Source: an optimization exercise on an open RTL-to-GDS flow (aim: small area and few clock cycles per item). Production flows keep margins and buffers that such runs may drop.
RTL that was checked went through simulation tests only; none was proved equivalent to the original.

==> flow/design.v (excerpt) <==
module fp_mul_pipe #(
   parameter int EXP_W = 8,
   parameter int MAN_W = 23
) (
   input  logic                     clk,
   input  logic                     rst,
   input  logic                     in_valid,
   output logic                     in_ready,
   input  logic [EXP_W+MAN_W:0]     in_a,
   input  logic [EXP_W+MAN_W:0]     in_b,
   output logic                     out_valid,
   input  logic                     out_ready,
   output logic [EXP_W+MAN_W:0]     out_z,
   output logic [3:0]               out_flags
);
Size in the first run: about 2100 cells after synthesis, about 37 flip-flops, ~110 I/O pins, about 17000 um2 of cells after synthesis.
export LEC_CHECK = 0
export ABC_AREA = 1
export CAP_MARGIN = 0
export CORE_MARGIN = 2
export CORE_UTILIZATION = 65
export SLEW_MARGIN = 0
export SYNTH_HIERARCHICAL = 1
create_clock -name core_clock -period 8.5 [get_ports {clk}]
run.sh (not shown) runs the stock make flow with config.mk's settings and CLKGATE_MAP_FILE= SYNTH_SCRIPT=/design/flow/synth_recipe.tcl, a recipe that flattens the netlist after the stock synthesis.
The first run stopped in global routing (5_1_grt) on GRT-0232.
Rerun with:
- CAP_MARGIN: 0 -> 20
- SLEW_MARGIN: 0 -> 20
Effect: The changed run never finished: it broke off in global routing (5_1_grt); synthesized cell count does not change; area after synthesis is unchanged.
No functional check of the RTL was part of any run of this note.

---

Another version of the RTL of fp_mul_pipe (not shown whole).
Size in the first run: ~1700 cells after synthesis, roughly 0.015 sq mm of cells after synthesis.
clock: 8.5 ns
lec_check: 0
abc_area: 1
cap_margin: 0
core_margin: 2
core_utilization: 40
cts_buf_list: sky130_fd_sc_hd__clkbuf_4
slew_margin: 0
synth_hierarchical: 1
standard.sh (not shown) runs the stock make flow with config.mk's settings and CLKGATE_MAP_FILE= SYNTH_SCRIPT=/design/flow/synth_recipe.tcl, a recipe that flattens the netlist after the stock synthesis.
==> flow/flow/run.sh <==
#!/bin/bash
# The standard layout, with plain buf_1 cells as the port buffers.
set -euo pipefail
bash standard.sh "BUFFER_PORTS_ARGS=-buffer_cell sky130_fd_sc_hd__buf_1" finish > standard_flow.log 2>&1
Testbench counts at the start, summed over its fixed seeds: cycles 12,008, items 12,000.
Change:
- CAP_MARGIN: 0 -> 20
- CORE_UTILIZATION: 40 -> 30
- CTS_BUF_LIST: sky130_fd_sc_hd__clkbuf_4 -> sky130_fd_sc_hd__clkbuf_8
- SLEW_MARGIN: 0 -> 20
The new run went through all stages and came out clean.
Wire length went up by about 3%.
Worst setup slack got worse by 220 ps.
Via count went up by 1.2%.
Change:
- CORE_UTILIZATION: 30 -> 35
- CTS_BUF_LIST: sky130_fd_sc_hd__clkbuf_8 -> unset
Result:
- The changed run completed without violations
- count of clock-buffer cells in the layout grows by 2
- maximum frequency grows slightly
- via count shrinks slightly

---

Setup of v6:
Starting RTL as in the previous note.
==> flow/design.v (excerpt) <==
module fp_mul_pipe #(
   parameter int EXP_W = 8,
   parameter int MAN_W = 23
) (
   input  logic                     clk,
   input  logic                     rst,
   input  logic                     in_valid,
   output logic                     in_ready,
   input  logic [EXP_W+MAN_W:0]     in_a,
   input  logic [EXP_W+MAN_W:0]     in_b,
   output logic                     out_valid,
   input  logic                     out_ready,
   output logic [EXP_W+MAN_W:0]     out_z,
   output logic [3:0]               out_flags
);
export LEC_CHECK = 0
export ABC_AREA = 1
export CAP_MARGIN = 20
export CORE_MARGIN = 2
export CORE_UTILIZATION = 35
export CTS_BUF_LIST = sky130_fd_sc_hd__clkbuf_8
export GPL_ROUTABILITY_DRIVEN = 0
export SLEW_MARGIN = 20
export SYNTH_HIERARCHICAL = 1
create_clock -name core_clock -period 8.5 [get_ports {clk}]
==> flow/flow/run.sh <==
#!/bin/bash
set -euo pipefail
here=$(pwd)
{
  head -n 1 synth_recipe.tcl
  cat <<EOF
proc abc {args} {
  set i [lsearch -exact \$args -script]
  if { \$i >= 0 } { lset args [expr { \$i + 1 }] {$here/flow/abc.script} }
  yosys abc {*}\$args
}
EOF
  tail -n +2 synth_recipe.tcl
} > own_synth.tcl
bash standard.sh "SYNTH_SCRIPT=$here/own_synth.tcl" "BUFFER_PORTS_ARGS=-buffer_cell sky130_fd_sc_hd__buf_1" finish > standard_flow.log 2>&1
==> flow/flow/abc.script <==
strash
dch
map
topo
No stage failed in v6, and the final checks on the layout all came back clean.
Testbench counts of v6, summed over its fixed seeds: cycles 12,008, items 12,000.
> inputs changed (v6 -> v7)
--- a/flow/config.mk
+++ b/flow/config.mk
@@ -11,5 +11,5 @@
 export CORE_UTILIZATION = 35
 export CTS_BUF_LIST = sky130_fd_sc_hd__clkbuf_8
-export GPL_ROUTABILITY_DRIVEN = 0
+export GPL_TIMING_DRIVEN = 0
 export SLEW_MARGIN = 20
 export SYNTH_HIERARCHICAL = 1
==> comparison <==
When v7 is set beside v6, its overall fraction of global-route tracks in use turns out to be 0.62 points larger. Reported for v6 and v7, post-synthesis share of cell area spent on full adders, half adders and majority gates turned out identical to the last digit. Looking only at final worst hold slack, and setting everything else aside, the lower value of v6 and v7 goes to v7.

---

fp_mul_pipe, a different RTL version from the one above (not shown whole).
Size: roughly 110 I/O pins, roughly 0.016 sq mm of cells after synthesis.
clock: 8.5 ns
lec_check: 0
abc_area: 1
cap_margin: 20
core_margin: 2
core_utilization: 40
gpl_timing_driven: 0
slew_margin: 20
synth_hierarchical: 1
tns_end_percent: 0
run.sh (not shown) runs the stock make flow with config.mk's settings and CLKGATE_MAP_FILE= SYNTH_SCRIPT=/design/flow/synth_recipe.tcl, a recipe that flattens the netlist after the stock synthesis.
Stock flow here: none of the scripts above is used.
Testbench counts at the start, summed over its fixed seeds: cycles 12,008, items 12,000.
Change:
- GPL_TIMING_DRIVEN: 0 -> not set
- TNS_END_PERCENT: 0 -> not set
What happened: The new run passed the timing, design-rule and antenna checks; setup slack improved by 0.16 ns; die area does not change.
Change:
==> flow/flow/run.sh (new file) <==
#!/bin/bash
# The standard layout, with plain buf_1 cells as the port buffers.
set -euo pipefail
bash standard.sh "BUFFER_PORTS_ARGS=-buffer_cell sky130_fd_sc_hd__buf_1" finish > standard_flow.log 2>&1
==> flow/standard.sh (new file) <==
#!/bin/bash
# synth_recipe.tcl (not shown) runs the flow's synth.tcl, then flattens the netlist and writes it again
# the make line also repeats each setting of config.mk as NAME=value (left out here)
make -C /OpenROAD-flow-scripts/flow DESIGN_CONFIG=/design/flow/config.mk WORK_HOME=/design/flow/orfs CLKGATE_MAP_FILE= SYNTH_SCRIPT=/design/flow/synth_recipe.tcl "${@:-finish}"
removed: flow/run.sh
After rerunning:
- The new run completed without violations
- cell area falls by 3.9%
- synthesized area stays the same
- global-route usage stays flat
- synthesized cell count stays the same
- worst setup slack gets better by 0.31 ns
- clock skew rises by 0.0068 ns
- routed wire length falls by 0.66%
- via count hardly moves
- final cell count falls by 0.30%

---

fp_mul_pipe with an RTL version that a note above also has.
Size in the first run: roughly 39 flip-flops, about 110 I/O pins, about 14000 µm² of cells after synthesis.
// fp_mul_pipe
module fp_mul_pipe #(
   parameter int EXP_W = 8,
   parameter int MAN_W = 23
) (
   input  logic                     clk,
   input  logic                     rst,
   input  logic                     in_valid,
   output logic                     in_ready,
   input  logic [EXP_W+MAN_W:0]     in_a,
   input  logic [EXP_W+MAN_W:0]     in_b,
   output logic                     out_valid,
   input  logic                     out_ready,
   output logic [EXP_W+MAN_W:0]     out_z,
   output logic [3:0]               out_flags
);
export LEC_CHECK = 0
export ABC_AREA = 1
export CAP_MARGIN = 20
export CORE_ASPECT_RATIO = 0.6
export CORE_MARGIN = 2
export CORE_UTILIZATION = 35
export CTS_BUF_LIST = sky130_fd_sc_hd__clkbuf_8
export SLEW_MARGIN = 20
export SYNTH_HIERARCHICAL = 1
create_clock -name core_clock -period 8.5 [get_ports {clk}]
standard.sh (not shown) runs the stock make flow with config.mk's settings and CLKGATE_MAP_FILE= SYNTH_SCRIPT=/design/flow/synth_recipe.tcl, a recipe that flattens the netlist after the stock synthesis.
==> flow/flow/run.sh <==
#!/bin/bash
set -euo pipefail
here=$(pwd)
{
  head -n 1 synth_recipe.tcl
  cat <<EOF
proc abc {args} {
  set i [lsearch -exact \$args -script]
  if { \$i >= 0 } { lset args [expr { \$i + 1 }] {$here/flow/abc.script} }
  yosys abc {*}\$args
}
EOF
  tail -n +2 synth_recipe.tcl
} > own_synth.tcl
bash standard.sh "SYNTH_SCRIPT=$here/own_synth.tcl" "BUFFER_PORTS_ARGS=-buffer_cell sky130_fd_sc_hd__buf_1" finish > standard_flow.log 2>&1
Scripts as last shown in full above: flow/flow/abc.script
The first run finished with timing, DRC and antenna clean.
Testbench counts at the start, summed over its fixed seeds: cycles 12,008, items 12,000.
Then changed:
CORE_ASPECT_RATIO = default   (was 0.6)
CORE_UTILIZATION = 45   (was 35)
Result:
- The changed run finished with timing, DRC and antenna clean
- via count is lower by 0.47%
- final cell count is lower by 7.1%
- area after synthesis is unchanged
- final area is lower by 2.8%
- die area is lower by 22%
- setup slack is worse by 0.073 ns
- maximum frequency is lower by 0.89%
- core utilization is higher by 10 points
- hold slack is better by 0.011 ns
Then changed:
CELL_PAD_IN_SITES_DETAIL_PLACEMENT = 0   (was default)
CELL_PAD_IN_SITES_GLOBAL_PLACEMENT = 0   (was default)
CORE_UTILIZATION = 35   (was 45)
Outcome:
- setup slack improves by 0.063 ns
- non-clock buffer count fell by 11

---

fp_mul_pipe again, from the RTL that the note above started with.
==> flow/config.mk <==
export PLATFORM = sky130hd
export DESIGN_NAME = fp_mul_pipe
export DESIGN_NICKNAME = fp_mul_pipe
export VERILOG_FILES = /design/flow/design.v
export SDC_FILE = /design/flow/constraint.sdc
export NUM_CORES = 4
export LEC_CHECK = 0
export ABC_AREA = 1
export CAP_MARGIN = 20
export CORE_ASPECT_RATIO = 1.6
export CORE_MARGIN = 2
export CORE_UTILIZATION = 35
export CTS_BUF_LIST = sky130_fd_sc_hd__clkbuf_8
export SLEW_MARGIN = 20
export SYNTH_HIERARCHICAL = 1
==> flow/constraint.sdc <==
create_clock -name core_clock -period 8.5 [get_ports {clk}]
set_input_delay 1.7000 -clock core_clock [delete_from_list [all_inputs] [get_ports {clk}]]
set_output_delay 1.7000 -clock core_clock [all_outputs]
set_load 0.01 [all_outputs]
Scripts as last shown in full above: flow/flow/run.sh, flow/flow/abc.script
The starting point produced a clean layout.
Testbench counts at the start, summed over its fixed seeds: cycles 12,008, items 12,000.
Change:
==> flow/flow/run.sh (replaced) <==
#!/bin/bash
# The standard layout, with plain buf_1 cells as the port buffers.
set -euo pipefail
bash standard.sh "BUFFER_PORTS_ARGS=-buffer_cell sky130_fd_sc_hd__buf_1" finish > standard_flow.log 2>&1
CORE_ASPECT_RATIO = unset   (was 1.6)
CORE_UTILIZATION = 40   (was 35)
CTS_BUF_LIST = unset   (was sky130_fd_sc_hd__clkbuf_8)
removed: flow/flow/abc.script
What happened: The new run produced a clean layout; design area hardly moves; wire length is lower by 5.9%; utilization is higher by 3.8 points.
Change:
==> flow/flow/run.sh (replaced) <==
#!/bin/bash
set -euo pipefail
here=$(pwd)
{
  head -n 1 synth_recipe.tcl
  cat <<EOF
proc abc {args} {
  set i [lsearch -exact \$args -script]
  if { \$i >= 0 } { lset args [expr { \$i + 1 }] {$here/flow/abc.script} }
  yosys abc {*}\$args
}
EOF
  tail -n +2 synth_recipe.tcl
} > own_synth.tcl
bash standard.sh "SYNTH_SCRIPT=$here/own_synth.tcl" "BUFFER_PORTS_ARGS=-buffer_cell sky130_fd_sc_hd__buf_1" finish > standard_flow.log 2>&1
==> flow/flow/abc.script (new file) <==
strash
dch
amap
topo
Worst setup slack is worse by 580 ps.
Clock-buffer cell count stays the same.
Die area fell by about 5.6%.
Final cell count climbs by 16%.
Change:
==> flow/flow/abc.script (replaced) <==
strash
dc2
dch
map
topo
CORE_UTILIZATION = 35   (was 40)
CTS_BUF_LIST = sky130_fd_sc_hd__clkbuf_8   (was unset)
Count of clock-buffer cells in the layout stays the same.
Routed wire length went down by 10%.
Change:
==> flow/flow/abc.script (replaced) <==
strash
dch
map
topo
PLACE_DENSITY = 0.75   (was unset)
Outcome: Setup slack got worse by 64 ps. Via count rises by 2.4%. Fmax fell by 0.80%. Wire length went down by 4.5%. Non-clock buffer count shrinks by 42. Count of clock-buffer cells in the layout is unchanged. Area after synthesis grows by 1.1%. Worst hold slack loses 250 ps. Register-to-register slack improved by 210 ps.
Change:
==> flow/flow/run.sh (replaced) <==
#!/bin/bash
# The standard layout, with plain buf_1 cells as the port buffers.
set -euo pipefail
bash standard.sh "BUFFER_PORTS_ARGS=-buffer_cell sky130_fd_sc_hd__buf_1" finish > standard_flow.log 2>&1
CAP_MARGIN = 0   (was 20)
CORE_UTILIZATION = 40   (was 35)
CTS_BUF_LIST = unset   (was sky130_fd_sc_hd__clkbuf_8)
PLACE_DENSITY = unset   (was 0.75)
SLEW_MARGIN = 0   (was 20)
removed: flow/flow/abc.script
Global-route usage rose by 2.8 points; design area rose by 1.2%; critical path depth rose by 2; utilization rose by 4.1 points; setup slack is better by 410 ps.

## port drivers added, routing unchanged
In the flow no input, the clock included, has a driving cell. The finished layouts below were timed again as built, in two steps.
Step 1 assumes that a clkbuf_16 drives the clock port and a buf_2 every other input.
Step 2 adds t to the input delays and takes it off the output delays; t is the mean of the earliest and latest rising clock arrival at the registers after step 1. Input paths then give back, and output paths get back, about the clock's delay inside the block.
Three values: ideal, step 1, step 2; two values: the first two.
| run | shift t [ns] | setup WS [ns] | hold slack, ns | worst setup path after step 2 | worst data-port slew with drivers (ns) |
|---|---|---|---|---|---|
| the first run of note 2 | 0.375 | 0.785 / 0.753 / 0.519 | 0.877 / 0.877 / 0.877 | input to register | 0.08 |
| the second run of note 2 | 0.332 | 0.561 / 0.565 / 0.233 | 0.874 / 0.874 / 0.874 | input to register | 0.13 |
| the third run of note 2 | 0.309 | 0.586 / 0.588 / 0.279 | 0.876 / 0.876 / 0.876 | input to register | 0.07 |
| v6 | 0.321 | 0.290 / 0.296 / -0.025 | 1.174 / 1.174 / 1.174 | input to register | 0.13 |
| v7 | 0.330 | 0.221 / 0.228 / -0.102 | 0.677 / 0.677 / 0.677 | input to register | 0.07 |
| the first run of note 4 | 0.322 | 0.231 / 0.243 / -0.079 | 0.728 / 0.728 / 0.728 | input to register | 0.05 |
| the second run of note 4 | 0.320 | 0.393 / 0.364 / 0.044 | 0.894 / 0.894 / 0.894 | input to register | 0.09 |
| the third run of note 4 | 0.324 | 0.702 / 0.713 / 0.389 | 0.901 / 0.901 / 0.901 | input to register | 0.10 |
| the first run of note 5 | 0.338 | 0.414 / 0.398 / 0.084 | 0.870 / 0.870 / 0.870 | input to register | 0.06 |
| the second run of note 5 | 0.325 | 0.341 / 0.351 / 0.026 | 0.881 / 0.881 / 0.881 | input to register | 0.09 |
| the third run of note 5 | 0.327 | 0.404 / 0.339 / 0.013 | 1.159 / 1.159 / 1.159 | input to register | 0.14 |
| the first run of note 6 | 0.318 | 0.342 / 0.353 / 0.035 | 1.123 / 1.123 / 1.123 | input to register | 0.05 |
| the second run of note 6 | 0.317 | 0.812 / 0.825 / 0.512 | 0.857 / 0.857 / 0.857 | input to register | 0.08 |
| the third run of note 6 | 0.321 | 0.235 / 0.202 / -0.119 | 0.612 / 0.612 / 0.612 | input to register | 0.11 |
| the fourth run of note 6 | 0.333 | 0.471 / 0.437 / 0.104 | 1.147 / 1.147 / 1.147 | input to register | 0.11 |
| the fifth run of note 6 | 0.327 | 0.407 / 0.411 / 0.085 | 0.893 / 0.893 / 0.893 | input to register | 0.10 |
| the sixth run of note 6 | 0.317 | 0.812 / 0.825 / 0.512 | 0.857 / 0.857 / 0.857 | input to register | 0.08 |
With both steps, setup timing fails in v6, v7, the first run of note 4 and the third run of note 6, where it was met with ideal ports. The setup slack of the third run of note 5, which loses most, moves by -0.065 ns with the drivers and by -0.391 ns with both steps.
